Background: an optimization exercise with open tools, aiming at small area, a short achievable clock period and few clock cycles. Do not read the settings as production practice.
RTL that was checked went through simulation tests only; none was proved equivalent to the original.
Power figures rest on the tool's default switching activity, not on a simulated workload.

==> flow/design.v <==
package dcache_pkg;
	localparam int ADDR_WIDTH = 16;
	localparam int DATA_WIDTH = 32;
	localparam int INDEX_WIDTH = 4;
	localparam int OFFSET_WIDTH = 2;
	localparam int LINE_WORDS = 1 << OFFSET_WIDTH;
	localparam int NUM_LINES = 1 << INDEX_WIDTH;
	localparam int TAG_WIDTH = ADDR_WIDTH - INDEX_WIDTH - OFFSET_WIDTH - 2;
	typedef logic [ADDR_WIDTH - 1 : 0] addr_t;
	typedef logic [DATA_WIDTH - 1 : 0] word_t;
	typedef logic [TAG_WIDTH - 1 : 0] tag_t;
	typedef logic [INDEX_WIDTH - 1 : 0] index_t;
	typedef logic [OFFSET_WIDTH - 1 : 0] offset_t;
	typedef logic [LINE_WORDS - 1 : 0] beat_t;
	typedef enum logic [1:0] {
		STATE_READY,
		STATE_FLUSH,
		STATE_WAIT,
		STATE_REFILL
	} dcache_state_t;
endpackage
`timescale 1ns/1ps
module dcache_top (
	input  logic               clk,
	input  logic               rst_n,
	input  logic               i_req_valid,
	input  logic               i_req_write,
	input  dcache_pkg::addr_t  i_req_addr,
	input  dcache_pkg::addr_t  i_req_addr_next,
	input  dcache_pkg::word_t  i_req_wdata,
	output logic               o_resp_valid,
	output dcache_pkg::word_t  o_resp_rdata,
	output logic               o_mem_rd_go,
	output dcache_pkg::addr_t  o_mem_rd_base,
	input  logic               i_mem_rd_done,
	input  logic               i_mem_rd_valid,
	input  dcache_pkg::word_t  i_mem_rd_data,
	output logic               o_mem_wr_go,
	output dcache_pkg::addr_t  o_mem_wr_base,
	input  logic               i_mem_wr_done,
	output logic               o_mem_wr_valid,
	output dcache_pkg::word_t  o_mem_wr_data
);
	localparam int LINES = dcache_pkg::NUM_LINES;
	localparam int WORDS = dcache_pkg::LINE_WORDS;
	localparam int DW = dcache_pkg::DATA_WIDTH;
	logic [LINES * WORDS * DW - 1 : 0] data_q;
	logic [LINES - 1 : 0][dcache_pkg::TAG_WIDTH - 1 : 0] tag_q;
	logic [LINES - 1 : 0] valid_q, dirty_q;
	logic fill_active_q;
	dcache_pkg::index_t fill_index_q;
	dcache_pkg::offset_t fill_count_q;
	dcache_pkg::beat_t fill_skip_q;
	logic wb_active_q;
	dcache_pkg::offset_t wb_count_q;
	logic [WORDS - 1 : 0][DW - 1 : 0] flush_q;
	dcache_pkg::tag_t cur_tag_q, victim_tag_q;
	dcache_pkg::index_t cur_index_q;
	dcache_pkg::offset_t cur_offset_q;
	logic cur_hit_q, cur_hitc_q, cur_wp_q, cur_wpnc_q, cur_crit_q, cur_mc_q, cur_md_q;
	dcache_pkg::word_t cur_rdata_q;
	logic answer, store, go, wr_go, fill_beat, store_fill_line;
	dcache_pkg::beat_t fill_write;
	assign answer = i_req_valid & (
		(~i_req_write & cur_hit_q)
		| (~i_req_write & i_mem_rd_valid & cur_hitc_q)
		| (i_req_write & cur_wpnc_q)
		| (i_req_write & ~i_mem_rd_valid & cur_wp_q));
	assign store = answer & i_req_write;
	assign fill_beat = i_mem_rd_valid & fill_active_q;
	assign store_fill_line = store & fill_active_q & (cur_index_q == fill_index_q);
	always_comb
	begin
		for (int p = 0; p < WORDS; p++)
			fill_write[p] = fill_beat & (fill_count_q == p) & ~fill_skip_q[p]
				& ~(store_fill_line & (cur_offset_q == p));
	end
	assign go = i_req_valid & i_mem_rd_done & (cur_mc_q | (cur_md_q & i_mem_wr_done));
	assign o_resp_valid = answer;
	assign o_resp_rdata = cur_crit_q ? i_mem_rd_data : cur_rdata_q;
	assign o_mem_rd_go = go;
	assign o_mem_rd_base = {i_req_addr[dcache_pkg::ADDR_WIDTH - 1 : 4], 4'b0000};
	assign wr_go = i_req_valid & i_mem_rd_done & i_mem_wr_done & cur_md_q;
	assign o_mem_wr_go = wr_go;
	assign o_mem_wr_base = {victim_tag_q, i_req_addr[7 : 4], 4'b0000};
	assign o_mem_wr_valid = wb_active_q;
	assign o_mem_wr_data = flush_q[0];
	logic [WORDS - 1 : 0][DW - 1 : 0] wbus;
	always_comb
	begin
		for (int p = 0; p < WORDS; p++)
		begin
			if (fill_write[p])
				wbus[p] = i_mem_rd_data;
			else
				wbus[p] = i_req_wdata;
		end
	end
	for (genvar l = 0; l < LINES; l++)
	begin : g_line
		for (genvar p = 0; p < WORDS; p++)
		begin : g_word
			logic we;
			logic [DW - 1 : 0] word_q;
			assign we = (store && (cur_index_q == l) && (cur_offset_q == p))
				|| (fill_write[p] && (fill_index_q == l));
			always_ff @(posedge clk)
			begin
				if (we)
					word_q <= wbus[p];
			end
			assign data_q[(l * WORDS + p) * DW +: DW] = word_q;
		end
	end
	always_ff @(posedge clk)
	begin
		if (go)
			tag_q[cur_index_q] <= cur_tag_q;
	end
	always_ff @(posedge clk or negedge rst_n)
	begin
		if (!rst_n)
		begin
			valid_q <= '0;
			dirty_q <= '0;
		end
		else
		begin
			if (store)
				dirty_q[cur_index_q] <= 1'b1;
			if (go)
			begin
				valid_q[cur_index_q] <= 1'b1;
				dirty_q[cur_index_q] <= 1'b0;
			end
		end
	end
	always_ff @(posedge clk or negedge rst_n)
	begin
		if (!rst_n)
		begin
			fill_active_q <= 1'b0;
			fill_count_q <= '0;
			fill_skip_q <= '0;
			wb_active_q <= 1'b0;
			wb_count_q <= '0;
		end
		else
		begin
			if (go)
			begin
				fill_active_q <= 1'b1;
				fill_count_q <= '0;
				fill_skip_q <= '0;
			end
			else
			begin
				fill_skip_q <= skip_after;
				if (fill_beat)
				begin
					fill_count_q <= fill_count_q + 1'b1;
					if (fill_count_q == 2'd3)
						fill_active_q <= 1'b0;
				end
			end
			if (wr_go)
			begin
				wb_active_q <= 1'b1;
				wb_count_q <= '0;
			end
			else if (wb_active_q)
			begin
				wb_count_q <= wb_count_q + 1'b1;
				if (wb_count_q == 2'd3)
					wb_active_q <= 1'b0;
			end
		end
	end
	always_ff @(posedge clk)
	begin
		if (!fill_active_q)
			fill_index_q <= cur_index_q;
	end
	dcache_pkg::tag_t next_tag;
	dcache_pkg::index_t next_index;
	dcache_pkg::offset_t next_offset;
	logic [WORDS - 1 : 0][DW - 1 : 0] next_line;
	dcache_pkg::offset_t count_after;
	dcache_pkg::beat_t skip_after;
	logic active_after, present, filling, ready;
	dcache_pkg::word_t next_rdata;
	assign {next_tag, next_index, next_offset} = i_req_addr_next[dcache_pkg::ADDR_WIDTH - 1 : 2];
	always_comb
	begin
		next_line = '0;
		for (int l = 0; l < LINES; l++)
			next_line = next_line
				| (data_q[l * WORDS * DW +: WORDS * DW] & {(WORDS * DW){next_index == l}});
	end
	always_ff @(posedge clk)
	begin
		if (!wb_active_q)
			flush_q <= next_line;
		else
			flush_q <= {flush_q[WORDS - 1], flush_q[WORDS - 1 : 1]};
	end
	always_comb
	begin
		count_after = fill_count_q + fill_beat;
		active_after = fill_active_q & ~(fill_beat & (fill_count_q == 2'd3));
		present = valid_q[next_index] & (tag_q[next_index] == next_tag);
		skip_after = fill_skip_q
			| ({WORDS{store_fill_line}} & (4'b0001 << cur_offset_q));
		filling = active_after & (fill_index_q == next_index);
		ready = ~filling | (next_offset < count_after) | skip_after[next_offset];
		if (store && (cur_index_q == next_index) && (cur_offset_q == next_offset))
			next_rdata = i_req_wdata;
		else if (fill_write[next_offset] && (fill_index_q == next_index))
			next_rdata = i_mem_rd_data;
		else
			next_rdata = next_line[next_offset];
	end
	always_ff @(posedge clk)
	begin
		cur_tag_q <= next_tag;
		cur_index_q <= next_index;
		cur_offset_q <= next_offset;
		victim_tag_q <= tag_q[next_index];
		cur_rdata_q <= next_rdata;
	end
	logic conflict, dirty_after;
	always_comb
	begin
		conflict = active_after & (count_after == next_offset)
			& (fill_index_q != next_index) & ~skip_after[next_offset];
		dirty_after = valid_q[next_index]
			& (dirty_q[next_index] | (store & (cur_index_q == next_index)));
	end
	always_ff @(posedge clk)
	begin
		if (go)
		begin
			cur_hit_q <= 1'b0;
			cur_hitc_q <= (cur_offset_q == 2'd0);
			cur_wp_q <= 1'b1;
			cur_wpnc_q <= 1'b1;
			cur_crit_q <= (cur_offset_q == 2'd0);
			cur_mc_q <= 1'b0;
			cur_md_q <= 1'b0;
		end
		else
		begin
			cur_hit_q <= present & ready;
			cur_hitc_q <= present & (ready | (next_offset == count_after));
			cur_wp_q <= present;
			cur_wpnc_q <= present & ~conflict;
			cur_crit_q <= present & ~ready & (next_offset == count_after);
			cur_mc_q <= ~present & ~dirty_after;
			cur_md_q <= ~present & dirty_after;
		end
	end
endmodule
export LEC_CHECK = 0
export CAP_MARGIN = 20
export CORE_MARGIN = 2
export CORE_UTILIZATION = 40
export CTS_CLUSTER_DIAMETER = 60
export CTS_CLUSTER_SIZE = 24
export SETUP_SLACK_MARGIN = 4.0
export SLEW_MARGIN = 20
create_clock -name core_clock -period 7.5 [get_ports {clk}]
standard.sh (not shown) runs the stock make flow with config.mk's settings and CLKGATE_MAP_FILE= SYNTH_SCRIPT=/design/flow/synth_recipe.tcl, a recipe that flattens the netlist after the stock synthesis.
==> flow/flow/run.sh <==
#!/bin/bash
# The standard layout, with two changes to the resizer's freedom: the ports get plain
# buffers (buf_2) instead of the delay cells buffer_ports picks by default, and cell sizing
# may change a cell's footprint, so a port buffer on a critical path can be sized up.
# make's full output goes to make_finish.log; ORFS keeps each step's log under orfs/logs.
set -euo pipefail
bash standard.sh MATCH_CELL_FOOTPRINT=0 \
	"BUFFER_PORTS_ARGS=-buffer_cell sky130_fd_sc_hd__buf_2" \
	finish > make_finish.log 2>&1
Testbench counts at the start, summed over its fixed seeds: cycles 13,249.
Then changed:
--- a/flow/design.v
+++ b/flow/design.v
@@ -77,7 +77,7 @@
 	end
 	assign go = i_req_valid & i_mem_rd_done & (cur_mc_q | (cur_md_q & i_mem_wr_done));
 	assign o_resp_valid = answer;
-	assign o_resp_rdata = cur_crit_q ? i_mem_rd_data : cur_rdata_q;
+	assign o_resp_rdata = cur_rdata_q | (i_mem_rd_data & {DW{cur_crit_q}});
 	assign o_mem_rd_go = go;
 	assign o_mem_rd_base = {i_req_addr[dcache_pkg::ADDR_WIDTH - 1 : 4], 4'b0000};
 	assign wr_go = i_req_valid & i_mem_rd_done & i_mem_wr_done & cur_md_q;
@@ -226,7 +226,11 @@
 		cur_index_q <= next_index;
 		cur_offset_q <= next_offset;
 		victim_tag_q <= tag_q[next_index];
-		cur_rdata_q <= next_rdata;
+		if ((i_req_valid && (cur_mc_q || cur_md_q) && (cur_offset_q == 2'd0))
+			|| (filling && (next_offset == count_after) && !skip_after[next_offset]))
+			cur_rdata_q <= '0;
+		else
+			cur_rdata_q <= next_rdata;
 	end
 	logic conflict, dirty_after;
 	always_comb
Result:
- routed wire length fell by 3.5%
- clock skew grows by 0.0031 ns
- worst setup slack degrades by 0.035 ns
- core utilization stays flat
- via count decreases by 0.57%
- non-clock buffer count went up by 30
- flip-flop and latch count is unchanged
- sequential share of layout area rises by 0.48 points
- clock-buffer cell count came out lower by 15
- cell area went down by 0.74%
- power is about the same
- register-to-register slack gains 0.09 ns
Testbench counts after the change, summed over its fixed seeds: cycles 13,249.

* * *

Setup of run K:
// dcache_top: RTL as listed in full above, without the edits since
==> flow/config.mk <==
export PLATFORM = sky130hd
export DESIGN_NAME = dcache_top
export DESIGN_NICKNAME = dcache_top
export VERILOG_FILES = /design/flow/design.v
export SDC_FILE = /design/flow/constraint.sdc
export NUM_CORES = 4
export LEC_CHECK = 0
export CAP_MARGIN = 20
export CORE_MARGIN = 2
export CORE_UTILIZATION = 40
export SETUP_SLACK_MARGIN = 4.0
export SLEW_MARGIN = 20
==> flow/constraint.sdc <==
create_clock -name core_clock -period 7.5 [get_ports {clk}]
set_input_delay 1.5000 -clock core_clock [delete_from_list [all_inputs] [get_ports {clk}]]
set_output_delay 1.5000 -clock core_clock [all_outputs]
set_load 0.01 [all_outputs]
Scripts as last shown in full above: flow/flow/run.sh
Testbench counts of run K, summed over its fixed seeds: cycles 13,249.
> inputs changed (run K -> run B)
--- a/flow/design.v
+++ b/flow/design.v
@@ -58,17 +58,15 @@
 	dcache_pkg::index_t cur_index_q;
 	dcache_pkg::offset_t cur_offset_q;
 	logic cur_hit_q, cur_hitc_q, cur_wp_q, cur_wpnc_q, cur_crit_q, cur_mc_q, cur_md_q;
 	dcache_pkg::word_t cur_rdata_q;
 	logic answer, store, go, wr_go, fill_beat, store_fill_line;
 	dcache_pkg::beat_t fill_write;
-	assign answer = i_req_valid & (
-		(~i_req_write & cur_hit_q)
-		| (~i_req_write & i_mem_rd_valid & cur_hitc_q)
-		| (i_req_write & cur_wpnc_q)
-		| (i_req_write & ~i_mem_rd_valid & cur_wp_q));
+	assign answer = i_req_valid & (i_mem_rd_valid
+		? (i_req_write ? cur_wpnc_q : cur_hitc_q)
+		: (i_req_write ? cur_wp_q : cur_hit_q));
 	assign store = answer & i_req_write;
 	assign fill_beat = i_mem_rd_valid & fill_active_q;
 	assign store_fill_line = store & fill_active_q & (cur_index_q == fill_index_q);
 	always_comb
 	begin
 		for (int p = 0; p < WORDS; p++)
--- outcome ---
Of run B and run K, it is run B that has the lower total routing usage reported by global routing.
met2 wire length down 8.9 mm in run B wrt run K
Summary of run B over run K: clock power ~0 delta, proportion of power drawn by combinational gates -1.8 points, insertion delay to the later sink of the worst-skew pair -0.03 ns.
Of the two candidates, run K has the worse post-layout total power and run B the better one.
Compared run B vs run K, and count of multi-input gates is down in run B.
Of run K and run B, the run reporting the higher setup slack was run K.
Number of clock buffers in the layout is higher on run B
Finished layout cell area: run B < run K
Looking at die area across both flows, run B is the stronger of the two, with run K trailing.
Cmp run K and run B / power dissipated in sequential cells / lower: run B
Utilization | run B below run K
Lower register fraction of the total cell area among run K and run B: run K
Function not checked in run B: the RTL went through the layout flow alone.

-- static timing again, ports no longer ideal --
Ports are ideal in the flow. The routed layouts listed here were re-timed in OpenROAD. Step 1 (the two cells are an assumption about what drives the block):
set clk [get_ports {clk}]
set_driving_cell -lib_cell sky130_fd_sc_hd__clkbuf_16 $clk
set_driving_cell -lib_cell sky130_fd_sc_hd__buf_2 [delete_from_list [all_inputs] $clk]
Step 2 adds t to the input delays and takes it off the output delays; t is the mean of the earliest and latest rising clock arrival at the registers after step 1. Input paths then give back, and output paths get back, about the clock's delay inside the block. Three values: no drivers, after step 1, after step 2; two values: the first two.
run | t (ns) | slack for setup (ns) | latest minus earliest clock arrival (ns)
the first run of note 1 | 0.945 | 3.781 / 3.539 / 2.594 | 0.061 / 0.061
the second run of note 1 | 0.943 | 3.746 / 3.534 / 2.592 | 0.073 / 0.073
run K | 0.984 | 3.796 / 3.584 / 2.600 | 0.086 / 0.086
run B | 0.965 | 3.696 / 3.641 / 2.679 | 0.087 / 0.086
After both steps setup and hold are still met in every run listed. For run K, which loses most, drivers alone change the setup slack by -0.212 ns; drivers and shift together by -1.196 ns.
